This design comes from an exercise in tuning for small area, a short achievable clock period and few clock cycles per item on the open sky130 flow, not from production work. Only simulation tests tie the RTL to the original design; equivalence was not proved. Power figures rest on the tool's default switching activity, not on a simulated workload.

<file path="config.mk">
export PLATFORM = sky130hd
export DESIGN_NAME = nonlinear_slew_smoother
export DESIGN_NICKNAME = nonlinear_slew_smoother
export VERILOG_FILES = /design/flow/design.v
export SDC_FILE = /design/flow/constraint.sdc
export NUM_CORES = 4
export LEC_CHECK = 0
export CAP_MARGIN = 20
export CORE_MARGIN = 2
export CORE_UTILIZATION = 40
export SLEW_MARGIN = 20
</file>
<file path="constraint.sdc">
create_clock -name core_clock -period 9.0 [get_ports {clk}]
set_input_delay 1.8000 -clock core_clock [delete_from_list [all_inputs] [get_ports {clk}]]
set_output_delay 1.8000 -clock core_clock [all_outputs]
set_load 0.01 [all_outputs]
</file>
<file path="design.v">
`default_nettype none
package nss_pkg;
  localparam int DEF_VALUE_WIDTH = 32;
  localparam int DEF_FRAC_BITS   = 16;
  localparam int TS_W            = 24;    
  localparam int SAT_W           = 64;    
  localparam int MACC_W          = 80;    
  localparam int CFG_IDX_W       = 3;
  localparam int OP_W            = 2;
  localparam logic [SAT_W-1:0] SATV = '1;
  localparam logic [OP_W-1:0] OP_BASE     = 2'd0;
  localparam logic [OP_W-1:0] OP_OVERRIDE = 2'd1;
  localparam logic [OP_W-1:0] OP_SCALED   = 2'd2;
  localparam logic [CFG_IDX_W-1:0] CFG_BASE_RATE  = 3'd0;
  localparam logic [CFG_IDX_W-1:0] CFG_LINEARITY  = 3'd1;
  localparam logic [CFG_IDX_W-1:0] CFG_LOW_LIMIT  = 3'd2;
  localparam logic [CFG_IDX_W-1:0] CFG_HIGH_LIMIT = 3'd3;
  localparam logic [CFG_IDX_W-1:0] CFG_START      = 3'd4;
  typedef enum logic [3:0] {
    ST_IDLE,
    ST_RATE,
    ST_LSQ,
    ST_NUM,
    ST_DIV,
    ST_W1,
    ST_W2,
    ST_P,
    ST_M,
    ST_OUT
  } step_t;
  typedef struct packed {
    step_t step;
    logic  in_ready;
    logic  mul_start;
    logic  div_start;
    logic  finish;
  } ctrl_cmd_t;
  typedef struct packed {
    logic mul_done;
    logic div_done;
    logic scaled;
    logic out_free;
  } ctrl_sts_t;
endpackage
`default_nettype wire
`default_nettype none
module nss_mul #(
  parameter int FRAC_BITS = nss_pkg::DEF_FRAC_BITS
) (
  input  wire logic              clk,
  input  wire logic              rst,
  input  wire logic              start,
  input  wire logic [nss_pkg::SAT_W-1:0]  a,
  input  wire logic [nss_pkg::SAT_W-1:0]  b,
  output logic                   done,
  output logic [nss_pkg::SAT_W-1:0]       res,
  output logic [nss_pkg::MACC_W-1:0]      raw
);
  logic              busy;
  logic [nss_pkg::MACC_W-1:0] acc;
  logic [nss_pkg::MACC_W-1:0] ash;
  logic              aovf;
  logic [nss_pkg::SAT_W-1:0]  bsh;
  logic              ovf;
  logic              zero;
  logic              sticky;
  logic [nss_pkg::MACC_W:0]   sum;
  assign sum = {1'b0, acc} + {1'b0, ash};
  always_ff @(posedge clk) begin
    if (rst) begin
      busy <= 1'b0;
      done <= 1'b0;
    end else begin
      done <= 1'b0;
      if (start) begin
        busy   <= 1'b1;
        acc    <= '0;
        ash    <= nss_pkg::MACC_W'(a);
        aovf   <= 1'b0;
        bsh    <= b;
        ovf    <= 1'b0;
        zero   <= (a == '0) || (b == '0);
        sticky <= (a == nss_pkg::SATV) || (b == nss_pkg::SATV);
      end else if (busy) begin
        if (bsh == '0) begin
          busy <= 1'b0;
          done <= 1'b1;
        end else begin
          if (bsh[0]) begin
            acc <= sum[nss_pkg::MACC_W-1:0];
            ovf <= ovf | sum[nss_pkg::MACC_W] | aovf;
          end
          aovf <= aovf | ash[nss_pkg::MACC_W-1];
          ash  <= ash << 1;
          bsh  <= bsh >> 1;
        end
      end
    end
  end
  assign raw = acc;
  always_comb begin
    if (zero) begin
      res = '0;
    end else if (sticky || ovf || (acc[nss_pkg::MACC_W-1:nss_pkg::SAT_W] != '0)) begin
      res = nss_pkg::SATV;
    end else begin
      res = acc[nss_pkg::SAT_W-1:0] >> FRAC_BITS;
    end
  end
endmodule
`default_nettype wire
`default_nettype none
module nss_div #(
  parameter int DEN_W = nss_pkg::DEF_FRAC_BITS + 4
) (
  input  wire logic              clk,
  input  wire logic              rst,
  input  wire logic              start,
  input  wire logic [nss_pkg::MACC_W-1:0] dividend,
  input  wire logic [DEN_W-1:0]  divisor,
  output logic                   done,
  output logic [nss_pkg::MACC_W-1:0]      quo
);
  localparam int CNT_W = $clog2(nss_pkg::MACC_W + 1);
  logic             busy;
  logic [CNT_W-1:0] cnt;
  logic [DEN_W-1:0] rem;
  logic [DEN_W-1:0] den;
  logic [DEN_W:0]   trial;
  logic             fits;
  assign trial = {rem, quo[nss_pkg::MACC_W-1]};
  assign fits  = trial >= {1'b0, den};
  always_ff @(posedge clk) begin
    if (rst) begin
      busy <= 1'b0;
      done <= 1'b0;
    end else begin
      done <= 1'b0;
      if (start) begin
        busy <= 1'b1;
        cnt  <= CNT_W'(nss_pkg::MACC_W);
        rem  <= '0;
        den  <= divisor;
        quo  <= dividend;
      end else if (busy) begin
        if (cnt == '0) begin
          busy <= 1'b0;
          done <= 1'b1;
        end else begin
          rem <= fits ? DEN_W'(trial - {1'b0, den}) : trial[DEN_W-1:0];
          quo <= {quo[nss_pkg::MACC_W-2:0], fits};
          cnt <= cnt - 1'b1;
        end
      end
    end
  end
endmodule
`default_nettype wire
`default_nettype none
module nss_ctrl (
  input  wire logic      clk,
  input  wire logic      rst,
  input  wire logic      in_valid,
  input  wire nss_pkg::ctrl_sts_t sts,
  output nss_pkg::ctrl_cmd_t      cmd
);
  nss_pkg::step_t state;
  nss_pkg::step_t state_next;
  logic  fresh;
  always_ff @(posedge clk) begin
    if (rst) begin
      state <= nss_pkg::ST_IDLE;
      fresh <= 1'b0;
    end else begin
      state <= state_next;
      fresh <= (state_next != state);
    end
  end
  always_comb begin
    state_next = state;
    unique case (state)
      nss_pkg::ST_IDLE: if (in_valid) state_next = nss_pkg::ST_RATE;
      nss_pkg::ST_RATE: if (!sts.scaled || sts.mul_done) state_next = nss_pkg::ST_LSQ;
      nss_pkg::ST_LSQ:  if (sts.mul_done) state_next = nss_pkg::ST_NUM;
      nss_pkg::ST_NUM:  if (sts.mul_done) state_next = nss_pkg::ST_DIV;
      nss_pkg::ST_DIV:  if (sts.div_done) state_next = nss_pkg::ST_W1;
      nss_pkg::ST_W1:   if (sts.mul_done) state_next = nss_pkg::ST_W2;
      nss_pkg::ST_W2:   if (sts.mul_done) state_next = nss_pkg::ST_P;
      nss_pkg::ST_P:    if (sts.mul_done) state_next = nss_pkg::ST_M;
      nss_pkg::ST_M:    if (sts.mul_done) state_next = nss_pkg::ST_OUT;
      nss_pkg::ST_OUT:  if (sts.out_free) state_next = nss_pkg::ST_IDLE;
      default: state_next = nss_pkg::ST_IDLE;
    endcase
  end
  always_comb begin
    cmd.step      = state;
    cmd.in_ready  = (state == nss_pkg::ST_IDLE);
    cmd.div_start = fresh && (state == nss_pkg::ST_DIV);
    cmd.finish    = (state == nss_pkg::ST_OUT) && sts.out_free;
    unique case (state)
      nss_pkg::ST_RATE:                               cmd.mul_start = fresh && sts.scaled;
      nss_pkg::ST_LSQ, nss_pkg::ST_NUM, nss_pkg::ST_W1, nss_pkg::ST_W2, nss_pkg::ST_P, nss_pkg::ST_M: cmd.mul_start = fresh;
      default:                               cmd.mul_start = 1'b0;
    endcase
  end
endmodule
`default_nettype wire
`default_nettype none
module nss_dp #(
  parameter int VALUE_WIDTH = nss_pkg::DEF_VALUE_WIDTH,
  parameter int FRAC_BITS   = nss_pkg::DEF_FRAC_BITS
) (
  input  wire logic                          clk,
  input  wire logic                          rst,
  input  wire logic                          cfg_valid,
  input  wire logic [nss_pkg::CFG_IDX_W-1:0]          cfg_index,
  input  wire logic [VALUE_WIDTH-1:0]        cfg_data,
  input  wire logic                          in_valid,
  input  wire logic [nss_pkg::OP_W-1:0]               operation,
  input  wire logic signed [VALUE_WIDTH-1:0] target_value,
  input  wire logic [nss_pkg::TS_W-1:0]               time_step,
  input  wire logic [VALUE_WIDTH-1:0]        rate_override,
  input  wire logic [nss_pkg::TS_W-1:0]               rate_multiplier,
  input  wire logic                          out_ready,
  output logic                               out_valid,
  output logic signed [VALUE_WIDTH-1:0]      smoothed_value,
  input  wire nss_pkg::ctrl_cmd_t                     cmd,
  output nss_pkg::ctrl_sts_t                          sts
);
  localparam int VW    = VALUE_WIDTH;
  localparam int LW    = FRAC_BITS + 1;
  localparam int DEN_W = FRAC_BITS + 4;
  localparam logic [LW-1:0]    ONE_L = LW'(1) << FRAC_BITS;
  localparam logic [nss_pkg::SAT_W-1:0] VMAX  = nss_pkg::SAT_W'({VW{1'b1}});
  logic [VW-1:0]     base_rate;
  logic [LW-1:0]     lin;
  logic [VW-1:0]     low_lim;
  logic [VW-1:0]     high_lim;
  logic [VW-1:0]     level;
  logic [nss_pkg::OP_W-1:0]   op;
  logic [VW-1:0]     target;
  logic [nss_pkg::TS_W-1:0]   dt;
  logic [nss_pkg::TS_W-1:0]   mult;
  logic [VW-1:0]     rate;
  logic [LW-1:0]     lsq;
  logic [nss_pkg::SAT_W-1:0]  rate_eff;
  logic [nss_pkg::SAT_W-1:0]  w;
  logic [nss_pkg::SAT_W-1:0]  p;
  logic [nss_pkg::SAT_W-1:0]  m;
  logic [VW:0]       dist_mag;
  logic [VW:0]       span;
  logic [LW-1:0]     linc;
  logic [DEN_W-1:0]  lsq3;
  logic [DEN_W-1:0]  num;
  logic [DEN_W-1:0]  den;
  logic [VW:0]       tdiff;
  logic [VW:0]       sdiff;
  logic [nss_pkg::SAT_W-1:0]  ma;
  logic [nss_pkg::SAT_W-1:0]  mb;
  logic              mul_done;
  logic [nss_pkg::SAT_W-1:0]  mres;
  logic [nss_pkg::MACC_W-1:0] mraw;
  logic              div_done;
  logic [nss_pkg::MACC_W-1:0] quo;
  logic              accept;
  assign accept = in_valid && cmd.in_ready;
  assign linc = (lin > ONE_L) ? ONE_L : lin;
  assign lsq3 = (DEN_W'(lsq) << 1) + DEN_W'(lsq);
  assign num  = lsq3 + (DEN_W'(1) << (FRAC_BITS + 2));
  assign den  = (lsq3 + (DEN_W'(1) << FRAC_BITS)) << 1;
  assign tdiff = {target_value[VW-1], target_value} - {level[VW-1], level};
  assign sdiff = {high_lim[VW-1], high_lim} - {low_lim[VW-1], low_lim};
  always_comb begin
    unique case (cmd.step)
      nss_pkg::ST_RATE: begin ma = nss_pkg::SAT_W'(base_rate); mb = nss_pkg::SAT_W'(mult);            end
      nss_pkg::ST_LSQ:  begin ma = nss_pkg::SAT_W'(linc);      mb = nss_pkg::SAT_W'(linc);            end
      nss_pkg::ST_NUM:  begin ma = nss_pkg::SAT_W'(rate);      mb = nss_pkg::SAT_W'(num);             end
      nss_pkg::ST_W1:   begin ma = nss_pkg::SAT_W'(dist_mag);  mb = nss_pkg::SAT_W'(ONE_L - lsq);     end
      nss_pkg::ST_W2:   begin ma = nss_pkg::SAT_W'(lsq);       mb = nss_pkg::SAT_W'(span);            end
      nss_pkg::ST_P:    begin ma = w;                 mb = rate_eff;                end
      nss_pkg::ST_M:    begin ma = p;                 mb = nss_pkg::SAT_W'(dt);              end
      default: begin ma = '0;                mb = '0;                      end
    endcase
  end
  nss_mul #(.FRAC_BITS(FRAC_BITS)) u_mul (
    .clk   (clk),
    .rst   (rst),
    .start (cmd.mul_start),
    .a     (ma),
    .b     (mb),
    .done  (mul_done),
    .res   (mres),
    .raw   (mraw)
  );
  nss_div #(.DEN_W(DEN_W)) u_div (
    .clk      (clk),
    .rst      (rst),
    .start    (cmd.div_start),
    .dividend (mraw),
    .divisor  (den),
    .done     (div_done),
    .quo      (quo)
  );
  always_ff @(posedge clk) begin
    if (accept) begin
      op       <= operation;
      target   <= target_value;
      dt       <= time_step;
      mult     <= rate_multiplier;
      rate     <= (operation == nss_pkg::OP_OVERRIDE) ? rate_override : base_rate;
      dist_mag <= tdiff[VW] ? (VW+1)'(-tdiff) : tdiff;
      if (sdiff == '0) begin
        span <= (VW+1)'(ONE_L);
      end else begin
        span <= sdiff[VW] ? (VW+1)'(-sdiff) : sdiff;
      end
    end
    if (div_done) begin
      rate_eff <= quo[nss_pkg::SAT_W-1:0];
    end
    if (mul_done) begin
      unique case (cmd.step)
        nss_pkg::ST_RATE: rate <= (mres > VMAX) ? VW'(VMAX) : mres[VW-1:0];
        nss_pkg::ST_LSQ:  lsq  <= mres[LW-1:0];
        nss_pkg::ST_W1:   w    <= mres;
        nss_pkg::ST_W2:   w    <= ((w == nss_pkg::SATV) || (mres > nss_pkg::SATV - w)) ? nss_pkg::SATV : w + mres;
        nss_pkg::ST_P:    p    <= mres;
        nss_pkg::ST_M:    m    <= mres;
        default: ;
      endcase
    end
  end
  always_ff @(posedge clk) begin
    if (rst) begin
      base_rate <= VW'(ONE_L);
      lin       <= '0;
      low_lim   <= '0;
      high_lim  <= VW'(ONE_L);
      level     <= '0;
      out_valid <= 1'b0;
    end else begin
      if (cfg_valid) begin
        unique case (cfg_index)
          nss_pkg::CFG_BASE_RATE:  base_rate <= cfg_data;
          nss_pkg::CFG_LINEARITY:  lin       <= LW'(cfg_data);
          nss_pkg::CFG_LOW_LIMIT:  low_lim   <= cfg_data;
          nss_pkg::CFG_HIGH_LIMIT: high_lim  <= cfg_data;
          nss_pkg::CFG_START:      level     <= cfg_data;
          default: ;
        endcase
      end
      if (cmd.finish) begin
        out_valid <= 1'b1;
        if (m >= nss_pkg::SAT_W'(dist_mag)) begin
          level          <= target;
          smoothed_value <= target;
        end else if ($signed(target) > $signed(level)) begin
          level          <= level + m[VW-1:0];
          smoothed_value <= level + m[VW-1:0];
        end else begin
          level          <= level - m[VW-1:0];
          smoothed_value <= level - m[VW-1:0];
        end
      end else if (out_ready) begin
        out_valid <= 1'b0;
      end
    end
  end
  assign sts.mul_done = mul_done;
  assign sts.div_done = div_done;
  assign sts.scaled   = (op == nss_pkg::OP_SCALED);
  assign sts.out_free = !out_valid || out_ready;
endmodule
`default_nettype wire
`default_nettype none
module nonlinear_slew_smoother #(
  parameter int VALUE_WIDTH = nss_pkg::DEF_VALUE_WIDTH,
  parameter int FRAC_BITS   = nss_pkg::DEF_FRAC_BITS
) (
  input  wire logic                          clk,
  input  wire logic                          rst,
  input  wire logic                          cfg_valid,
  output logic                               cfg_ready,
  input  wire logic [nss_pkg::CFG_IDX_W-1:0]          cfg_index,
  input  wire logic [VALUE_WIDTH-1:0]        cfg_data,
  input  wire logic                          in_valid,
  output logic                               in_ready,
  input  wire logic [nss_pkg::OP_W-1:0]               operation,
  input  wire logic signed [VALUE_WIDTH-1:0] target_value,
  input  wire logic [nss_pkg::TS_W-1:0]               time_step,
  input  wire logic [VALUE_WIDTH-1:0]        rate_override,
  input  wire logic [nss_pkg::TS_W-1:0]               rate_multiplier,
  output logic                               out_valid,
  input  wire logic                          out_ready,
  output logic signed [VALUE_WIDTH-1:0]      smoothed_value
);
  nss_pkg::ctrl_cmd_t cmd;
  nss_pkg::ctrl_sts_t sts;
  assign cfg_ready = 1'b1;
  assign in_ready  = cmd.in_ready;
  nss_ctrl u_ctrl (
    .clk      (clk),
    .rst      (rst),
    .in_valid (in_valid),
    .sts      (sts),
    .cmd      (cmd)
  );
  nss_dp #(
    .VALUE_WIDTH (VALUE_WIDTH),
    .FRAC_BITS   (FRAC_BITS)
  ) u_dp (
    .clk             (clk),
    .rst             (rst),
    .cfg_valid       (cfg_valid),
    .cfg_index       (cfg_index),
    .cfg_data        (cfg_data),
    .in_valid        (in_valid),
    .operation       (operation),
    .target_value    (target_value),
    .time_step       (time_step),
    .rate_override   (rate_override),
    .rate_multiplier (rate_multiplier),
    .out_ready       (out_ready),
    .out_valid       (out_valid),
    .smoothed_value  (smoothed_value),
    .cmd             (cmd),
    .sts             (sts)
  );
endmodule
`default_nettype wire
</file>
<file path="run.sh">
#!/bin/bash
# synth_recipe.tcl (not shown) runs the flow's synth.tcl, then flattens the netlist and writes it again
# the make line also repeats each setting of config.mk as NAME=value (left out here)
make -C /OpenROAD-flow-scripts/flow DESIGN_CONFIG=/design/flow/config.mk WORK_HOME=/design/flow/orfs CLKGATE_MAP_FILE= SYNTH_SCRIPT=/design/flow/synth_recipe.tcl finish
</file>
==> summary.txt <==
Run status
  – Run status: finished clean

Route
  – 1st-iter DRT viols: 5,167
  – DRC viols: 0
  – Router iterations before antenna repair: 8
  – Detail Route Antenna Nets: 0
  – Total Wirelength: 213 mm
  – Drt via density: 6.06
  – Via count: 50,600
  – Routed WL per cell: 25.6 µm

Worst setup path
  – R2R Setup Slk: 1.77 ns
  – Crit. End Element: register
  – RR Startpoint: u_dp.level[31]$_SDFFE_PP0P_
  – Critical path class: register to register
  – Crit Path Max Fanout: 31
  – Crit path required time: 9.45 ns
  – RR Endpoint: u_dp.smoothed_value[30]$_DFFE_PP_
  – Crit path DAT: 7.68 ns
  – R2R cell count: 20
  – CP Launch Type: register

Pwr
  – Int Pwr: 8240 µW
  – Power consumption: 11,300 µW
  – Sw power: 3060 µW
  – Share of total power in sequential cells: 45.3%
  – Power Density: 168 nW/µm²
  – Peak supply drop: 0.000156 V
  – Switching Share: 27.1%
  – Clock Power Share: 41.0%
  – Comb power frac: 13.7%
  – Static Leak: 0.0250 µW

Global route
  – Initial antenna violation count: 7
  – Largest net degree at the start of global routing: 238
  – Vias in the first global route: 47,600
  – Total track usage: 27.2%
  – Overflow left after global routing: 0
  – First-pass GRT wire length: 313 mm

Clock network
  – Clock Latency Late Sink: 0.75 ns
  – Deepest clock path buffer count: 3
  – H-tree levels: 3
  – CTS tree: done
  – Clk root buf: clkbuf_16
  – Number of CTS-inserted buffers: 110
  – # hold bufs at CTS: 0
  – Post-CTS Setup Repair Bufs: 0
  – CTS Sinks: 964
  – Clk slew on worst S/H paths: 0.06 ns
  – Resized cells post-CTS: 0

Yosys
  – Synth area leaders: edfxtp_1 (39%), ha_1 (7.6%), dfxtp_1 (6.3%), nand2_1 (5.9%), a21oi_1 (4.6%)
  – Post-Syn Area: 59,600 µm²
  – Post-synth EDFFs: 777
  – Top-area cell type share of the netlist area: 39.1%
  – Syn_nets: 6,789
  – Synth Warn #: 4
  – Post-synthesis sequential area ratio: 45.4%
  – Synth async-reset ratio: 0%
  – Top_reg_cell synth: edfxtp_1
  – Cell count after synthesis: 6,264
  – Count of state elements after synthesis: 964
  – Leading area contributor after synthesis: edfxtp_1
  – Syn Area/Cell: 9.52 µm²
  – Distinct cells, synth: 111

Final layout
  – Layout cell share with drive strength beyond 1: 6.14%
  – Commonest non-fill, non-tap cells in the layout: nand2_1 (937), edfxtp_1 (777), a21oi_1 (550)
  – Fill count: 14,100
  – Post-route cell area: 67,200 µm²
  – Nets: 6,845
  – Layout area overhead: 12.6%
  – Most common cell after layout, fill and taps aside: nand2_1

Timing
  – Setup TNS: 0 ns
  – Slew Limit Fails: 0
  – Crit path time final: 7.23 ns
  – Setup violators final: 0
  – RSZ-0062 raised after global routing: false
  – Max transition margin: 26.1%
  – Clock Skew: 0.0545 ns
  – Worst Setup Slack, final: 1.77 ns
  – Slew @ Worst Pin: 1.11 ns
  – Final hold vios: 0
  – Final Cycle Share: 80.3%
  – Fmax: 138 MHz

Placed design
  – Routability cong.: 0.946
  – Port Buffer Count: 187
  – Placement Cell Area: 63,400 µm²
  – Worst slack, placed: 2.02 ns
  – HPWL Detailed: 160 mm

Die
  – FP Rows: 141
  – Core box area: 148,000 µm²
  – IO Pins: 189
  – Chip Height: 390 µm
  – Die footprint: 152,000 µm²
  – Initial Util: 40.3%
  – Die W: 390 µm

Worst hold path
  – Endpoint, Worst Hold: u_dp.rate_eff[34]$_DFFE_PP_
  – Worst hold path depth: 0
  – Worst min path class: register to register
  – HP Start: u_dp.u_div.quo[34]$_DFFE_PP_

Job
  – Max-Cap Viols: 0
[cell type report]
type | instances | area, µm² | area share [%]
Sequential cell | 964 | 27100 | 40.3
Multi-Input combinational cell | 4723 | 30600 | 45.5
Inverter | 267 | 1010 | 1.50
Tap cell | 1930 | 2410 | 3.59
Antenna cell | 2 | 5.00 | 0.00745
Clock buffer | 152 | 3040 | 4.53
Timing Repair Buffer | 254 | 2420 | 3.60
Clock inverter | 56 | 651 | 0.968
[stage by stage]
stage | utilization (%) | hold WS, ns | std cells
detailed placement | 42.9 | 0.432 | 8137
floorplan | - | 0.426 | 6264
global placement | 42.9 | 0.434 | 8135
CTS | 45.4 | 0.452 | 8345
global route | 45.4 | 0.466 | 8346
finish | 45.4 | 0.449 | 8348
[sequential cells by signal (all words and copies together) (netlist names), 33 cells and up]
| name | count |
|---|---|
| u_dp.dist_mag | 33 |
| u_dp.m | 49 |
| u_dp.p | 49 |
| u_dp.rate_eff | 64 |
| u_dp.span | 33 |
| u_dp.u_div.quo | 80 |
| u_dp.u_mul.acc | 80 |
| u_dp.u_mul.ash | 80 |
| u_dp.u_mul.bsh | 64 |
| u_dp.w | 64 |
[how the worst max path moves through the flow]
stage                                      startpoint                                end  slack [ns]
after floorplan                                   rst    u_dp.u_mul.acc[0]$_SDFFCE_PP0P_        0.46
after global placement    u_dp.level[31]$_SDFFE_PP0P_  u_dp.smoothed_value[30]$_DFFE_PP_        2.11
after detailed placement  u_dp.level[31]$_SDFFE_PP0P_  u_dp.smoothed_value[30]$_DFFE_PP_        2.02
after CTS                 u_dp.level[31]$_SDFFE_PP0P_  u_dp.smoothed_value[30]$_DFFE_PP_        1.97
after global routing      u_dp.level[31]$_SDFFE_PP0P_  u_dp.smoothed_value[30]$_DFFE_PP_        1.43
final                     u_dp.level[31]$_SDFFE_PP0P_  u_dp.smoothed_value[30]$_DFFE_PP_        1.77
[metal layers]
layer / vias to the layer above / global-route usage (%) / share of wire, %
met5: - / 0 / 0.0052
met4: 2 / 9.43 / 3.8
met3: 352 / 4.78 / 8.3
met2: 2096 / 41.5 / 44
met1: 24700 / 38.7 / 44
li1: 23400 / - / -
[critical path, stage by stage, from the launching register on]
cell      delay [ns]
dfxtp_1         0.36
inv_1           0.08
ha_1            0.35
nand4_1         0.10
or2_2           0.34
nor4_1          0.78
o31a_1          0.29
o21a_1          0.81
nor2_1          0.08
a21o_1          0.22
fa_1            0.43
nor2b_1         0.15
o21ai_1         0.10
a21oi_1         0.25
nor4_1          0.11
o311ai_1        0.87
a211oi_1        0.35
or4_1           0.66
a31oi_1         0.31
or2_2           0.18
o311ai_0        0.11
[power by group through the flow]
stage / sequential, µW / combinational [µW] / clock [µW]
finish: 5120 / 1540 / 4630
global route: 5120 / 1680 / 4860
CTS: 5120 / 1520 / 4710
detailed placement: 5210 / 1510 / 0
global placement: 5210 / 1500 / 0
floorplan: 5150 / 1030 / 0
[logic make-up (layout without fill, tap and decap cells)]
kind of cell	count (synthesis)	count (layout)	share of synthesized area, %
AO/OA/AOI/OAI	1814	1814	20.1
XOR/XNOR	299	299	4.39
adder cells (fa/ha/maj)	371	371	7.87
buffers and inverters	577	729	3.74
flip-flops	964	964	45.4
multiplexers	113	113	1.95
other	1	3	0.00629
AND/OR/NAND/NOR	2125	2125	16.6
[Yosys cell counts (all sizes together), types with 42 or more instances]
| cell | count |
|---|---|
| nand2 | 938 |
| edfxtp | 777 |
| a21oi | 562 |
| nor2 | 406 |
| ha | 364 |
| o21ai | 326 |
| inv | 265 |
| clkbuf | 256 |
| xnor2 | 189 |
| dfxtp | 187 |
| a22oi | 172 |
| a21o | 161 |
| nand4 | 119 |
| nand3 | 116 |
| xor2 | 110 |
| nor4 | 104 |
| nor3 | 92 |
| mux2i | 88 |
| a211oi | 76 |
| and2 | 62 |
| o21a | 56 |
| buf | 54 |
| and3 | 52 |
| o21bai | 48 |
| a221oi | 45 |
| nor2b | 43 |
| o31ai | 43 |
| nand2b | 42 |
Testbench counts, summed over its fixed seeds: cycles 797,086, items 3,840.

==> static timing again, ports no longer ideal <==
No port has a modelled driver above. Below, the same layout with a new extraction and two added sets of constraints.
Step 1 sets driving cells, clkbuf_16 on the clock port and buf_2 on the other inputs (assumed; they add their load-dependent delay and slew).
Step 2, shift: input delay + t, output delay - t, t = (earliest + latest rising clock arrival at the registers) / 2. This alone moves slack from input paths to output paths.
Slacks: ideal / step 1 / step 2; pairs: ideal / step 1.
t (ns): 0.810
setup WS [ns]: 1.775 / 1.775 / 1.775
worst data-port slew with drivers (ns): 0.07
After both steps setup and hold are still met in this run. For this run, drivers alone change the setup slack by 0.000 ns; drivers and shift together by 0.000 ns.
